From an optimization exercise on the open Yosys and OpenROAD flow, aimed at a short achievable clock period and few clock cycles per item; shortcuts taken in it are not production practice.
Where RTL was checked, it was by simulation tests only, not by an equivalence proof against the original.
No driver is modelled on the clock port, so clocking that relies on it looks cheaper here than on a real chip.

==> inputs of wip/xenon <==
// ex_stage
module ex_stage (
	input  logic                                      clock,
	input  logic                                      reset,
	input  logic [2-1:0]                 issue_valid,
	input  logic [2*2-1:0]               issue_unit,
	input  logic [2*3-1:0]               issue_op,
	input  logic [2*32-1:0]        issue_a,
	input  logic [2*32-1:0]        issue_b,
	input  logic [2*5-1:0]    issue_rob,
	input  logic [2*6-1:0]     issue_pr,
	output logic [2-1:0]              complete_valid,
	output logic [2*5-1:0] complete_rob,
	output logic [2*6-1:0]  complete_pr,
	output logic [2*32-1:0]     complete_value,
	output logic [3-1:0]                    unit_busy
);
==> module complete_sorter, before the edit <==
module complete_sorter #(
	parameter int PRE_LEVELS = 3
) (
	input  logic                                      clock,
	input  logic                                      reset,
	input  logic [2-1:0]              slot_valid,
	input  logic [2*5-1:0] slot_rob,
	input  logic [2*6-1:0]  slot_pr,
	input  logic [2*32-1:0]     slot_x,
	input  logic [2*32-1:0]     slot_y,
	input  logic [2-1:0]              slot_cin,
	output logic [2-1:0]              complete_valid,
	output logic [2*5-1:0] complete_rob,
	output logic [2*6-1:0]  complete_pr,
	output logic [2*32-1:0]     complete_value
);
	localparam int NS = 2;
	localparam int XL = 32;
	localparam int LV = $clog2(XL);
	logic [NS-1:0]    valid_q;
	logic [NS*5-1:0] rob_q;
	logic [NS*6-1:0]  pr_q;
	always_ff @(posedge clock) begin
		if (reset) begin
			valid_q        <= '0;
			complete_valid <= '0;
		end else begin
			valid_q        <= slot_valid;
			complete_valid <= valid_q;
		end
	end
	always_ff @(posedge clock) begin
		rob_q        <= slot_rob;
		pr_q         <= slot_pr;
		complete_rob <= rob_q;
		complete_pr  <= pr_q;
	end
	for (genvar s = 0; s < NS; s++) begin : g_slot
		logic [(LV+1)*XL-1:0] gl, pl;
		logic [XL-1:0]        hs;
		logic [XL-1:0]        g_q, p_q, hs_q;
		logic                 cin_q;
		logic [XL-1:0]        carry;
		assign hs = slot_x[s*XL +: XL] ^ slot_y[s*XL +: XL];
		assign pl[0 +: XL] = hs;
		assign gl[0 +: XL] = (slot_x[s*XL +: XL] & slot_y[s*XL +: XL])
			| {{(XL-1){1'b0}}, hs[0] & slot_cin[s]};
		for (genvar l = 0; l < LV; l++) begin : g_lvl
			logic [XL-1:0] gi, pi;
			if (l < PRE_LEVELS) begin : g_pre
				assign gi = gl[l*XL +: XL];
				assign pi = pl[l*XL +: XL];
			end else if (l == PRE_LEVELS) begin : g_cut
				assign gi = g_q;
				assign pi = p_q;
			end else begin : g_post
				assign gi = gl[l*XL +: XL];
				assign pi = pl[l*XL +: XL];
			end
			for (genvar i = 0; i < XL; i++) begin : g_bit
				if (i >= (1 << l)) begin : g_op
					assign gl[(l+1)*XL + i] = gi[i] | (pi[i] & gi[i - (1 << l)]);
					assign pl[(l+1)*XL + i] = pi[i] & pi[i - (1 << l)];
				end else begin : g_pass
					assign gl[(l+1)*XL + i] = gi[i];
					assign pl[(l+1)*XL + i] = pi[i];
				end
			end
		end
		always_ff @(posedge clock) begin
			g_q   <= gl[PRE_LEVELS*XL +: XL];
			p_q   <= pl[PRE_LEVELS*XL +: XL];
			hs_q  <= hs;
			cin_q <= slot_cin[s];
		end
		assign carry = {gl[LV*XL +: XL-1], cin_q};
		always_ff @(posedge clock)
			complete_value[s*XL +: XL] <= hs_q ^ carry;
	end
endmodule
clock: 6.5 ns
lec_check: 0
abc_clock_period_in_ps: 1500
cap_margin: 20
core_margin: 2
core_utilization: 50
setup_slack_margin: 4.3
slew_margin: 20
tns_end_percent: 100
run.sh (not shown) runs the stock make flow with config.mk's settings and CLKGATE_MAP_FILE= SYNTH_SCRIPT=/design/flow/synth_recipe.tcl, a recipe that flattens the netlist after the stock synthesis.
==> inputs of wip/sierra, as changes to wip/xenon <==
--- a/flow/design.v
+++ b/flow/design.v
@@ -1978,3 +1978,3 @@
 module complete_sorter #(
-	parameter int PRE_LEVELS = 3
+	parameter int PRE_LEVELS = 2
 ) (
==> flow/flow/run.sh (new file) <==
#!/bin/bash
set -euo pipefail
here=$(pwd)
export POST_CTS_TCL=$here/flow/post_cts.tcl
bash standard.sh finish > $here/standard_flow.log 2>&1
==> flow/flow/post_cts.tcl (new file) <==
proc clk_collapse { maxport } {
  set block [ord::get_db_block]
  set cnet [$block findNet clock]
  while {1} {
    set loads {}
    foreach it [$cnet getITerms] { if {[$it isInputSignal]} { lappend loads $it } }
    set others [llength $loads]
    set best ""
    foreach it $loads {
      set inst [$it getInst]
      if {![string match "sky130_fd_sc_hd__clkbuf_*" [[$inst getMaster] getName]]} { continue }
      set n 0
      foreach o [[[$inst findITerm X] getNet] getITerms] { if {[$o isInputSignal]} { incr n } }
      if {$others - 1 + $n <= $maxport} { set best $inst; break }
    }
    if {$best eq ""} { break }
    set onet [[$best findITerm X] getNet]
    set sinks {}
    foreach o [$onet getITerms] { if {[$o isInputSignal]} { lappend sinks $o } }
    foreach o $sinks { $o disconnect; $o connect $cnet }
    puts "clk_collapse: removed [$best getName], the clock port now feeds [expr {$others - 1 + [llength $sinks]}] pins"
    [$best findITerm A] disconnect
    odb::dbInst_destroy $best
    odb::dbNet_destroy $onet
  }
}
clk_collapse 4
estimate_parasitics -placement
report_clock_latency
==> flow/standard.sh (new file) <==
#!/bin/bash
# synth_recipe.tcl (not shown) runs the flow's synth.tcl, then flattens the netlist and writes it again
# the make line also repeats each setting of config.mk as NAME=value (left out here)
make -C /OpenROAD-flow-scripts/flow DESIGN_CONFIG=/design/flow/config.mk WORK_HOME=/design/flow/orfs CLKGATE_MAP_FILE= SYNTH_SCRIPT=/design/flow/synth_recipe.tcl "${@:-finish}"
- CORE_UTILIZATION: 50 -> 65
- CTS_BUF_LIST: unset -> sky130_fd_sc_hd__clkbuf_16
- CTS_CLUSTER_DIAMETER: unset -> 80
- CTS_CLUSTER_SIZE: unset -> 25
- SETUP_SLACK_MARGIN: 4.3 -> 4.6
removed: flow/run.sh
==> results.txt <==
* Status: complete, no violations
* CP Capture Type: flip-flop
* Compound-Gate Fraction of Synth Area at 9.579%
* Simple-Gate Fraction of Synth Area at 4.109%
* Fin crit period at around 2.3 ns
* Slew @ Worst Pin at roughly 0.77 ns
The numbers above come from wip/sierra.

==> results.txt <==
* Die H at ~310 um
* Post-route setup slack at 4.007 ns
* Slew @ Worst Pin at about 0.8 ns
* Fin crit period at between 2 and 2.5 ns
* Status: complete, no violations
* Compound-Gate Fraction of Synth Area at around a tenth
* Adder-cell area share of the yosys netlist at between 15 and 20%
* Simple-Gate Fraction of Synth Area at under 10%
The numbers above come from wip/xenon.

Testbench counts of wip/sierra, summed over its fixed seeds: cycles 2,459, items 4,800.
Only the layout flow was run in wip/xenon; the RTL was not checked for function there.

## re-timing with driven ports
Ports are ideal in the flow. The routed layouts listed here were re-timed in OpenROAD.
Step 1: set_driving_cell puts a clkbuf_16 on clock and a buf_2 on each other input, an assumption about the parent block.
Step 2 adds t to the input delays and takes it off the output delays; t is the mean of the earliest and latest rising clock arrival at the registers after step 1. Input paths then give back, and output paths get back, about the clock's delay inside the block.
Three values: ideal ports, drivers, drivers and shift; two values: the first two.
| run | t, ns | slack for setup (ns) | latest minus earliest clock arrival (ns) |
|---|---|---|---|
| wip/xenon | 0.794 | 4.007 / 3.931 / 3.588 | 0.058 / 0.058 |
| wip/sierra | 0.605 | 4.249 / 4.129 / 3.712 | 0.023 / 0.023 |
After both steps setup and hold are still met in every run listed. The setup slack of wip/sierra, which loses most, moves by -0.120 ns with the drivers and by -0.537 ns with both steps.
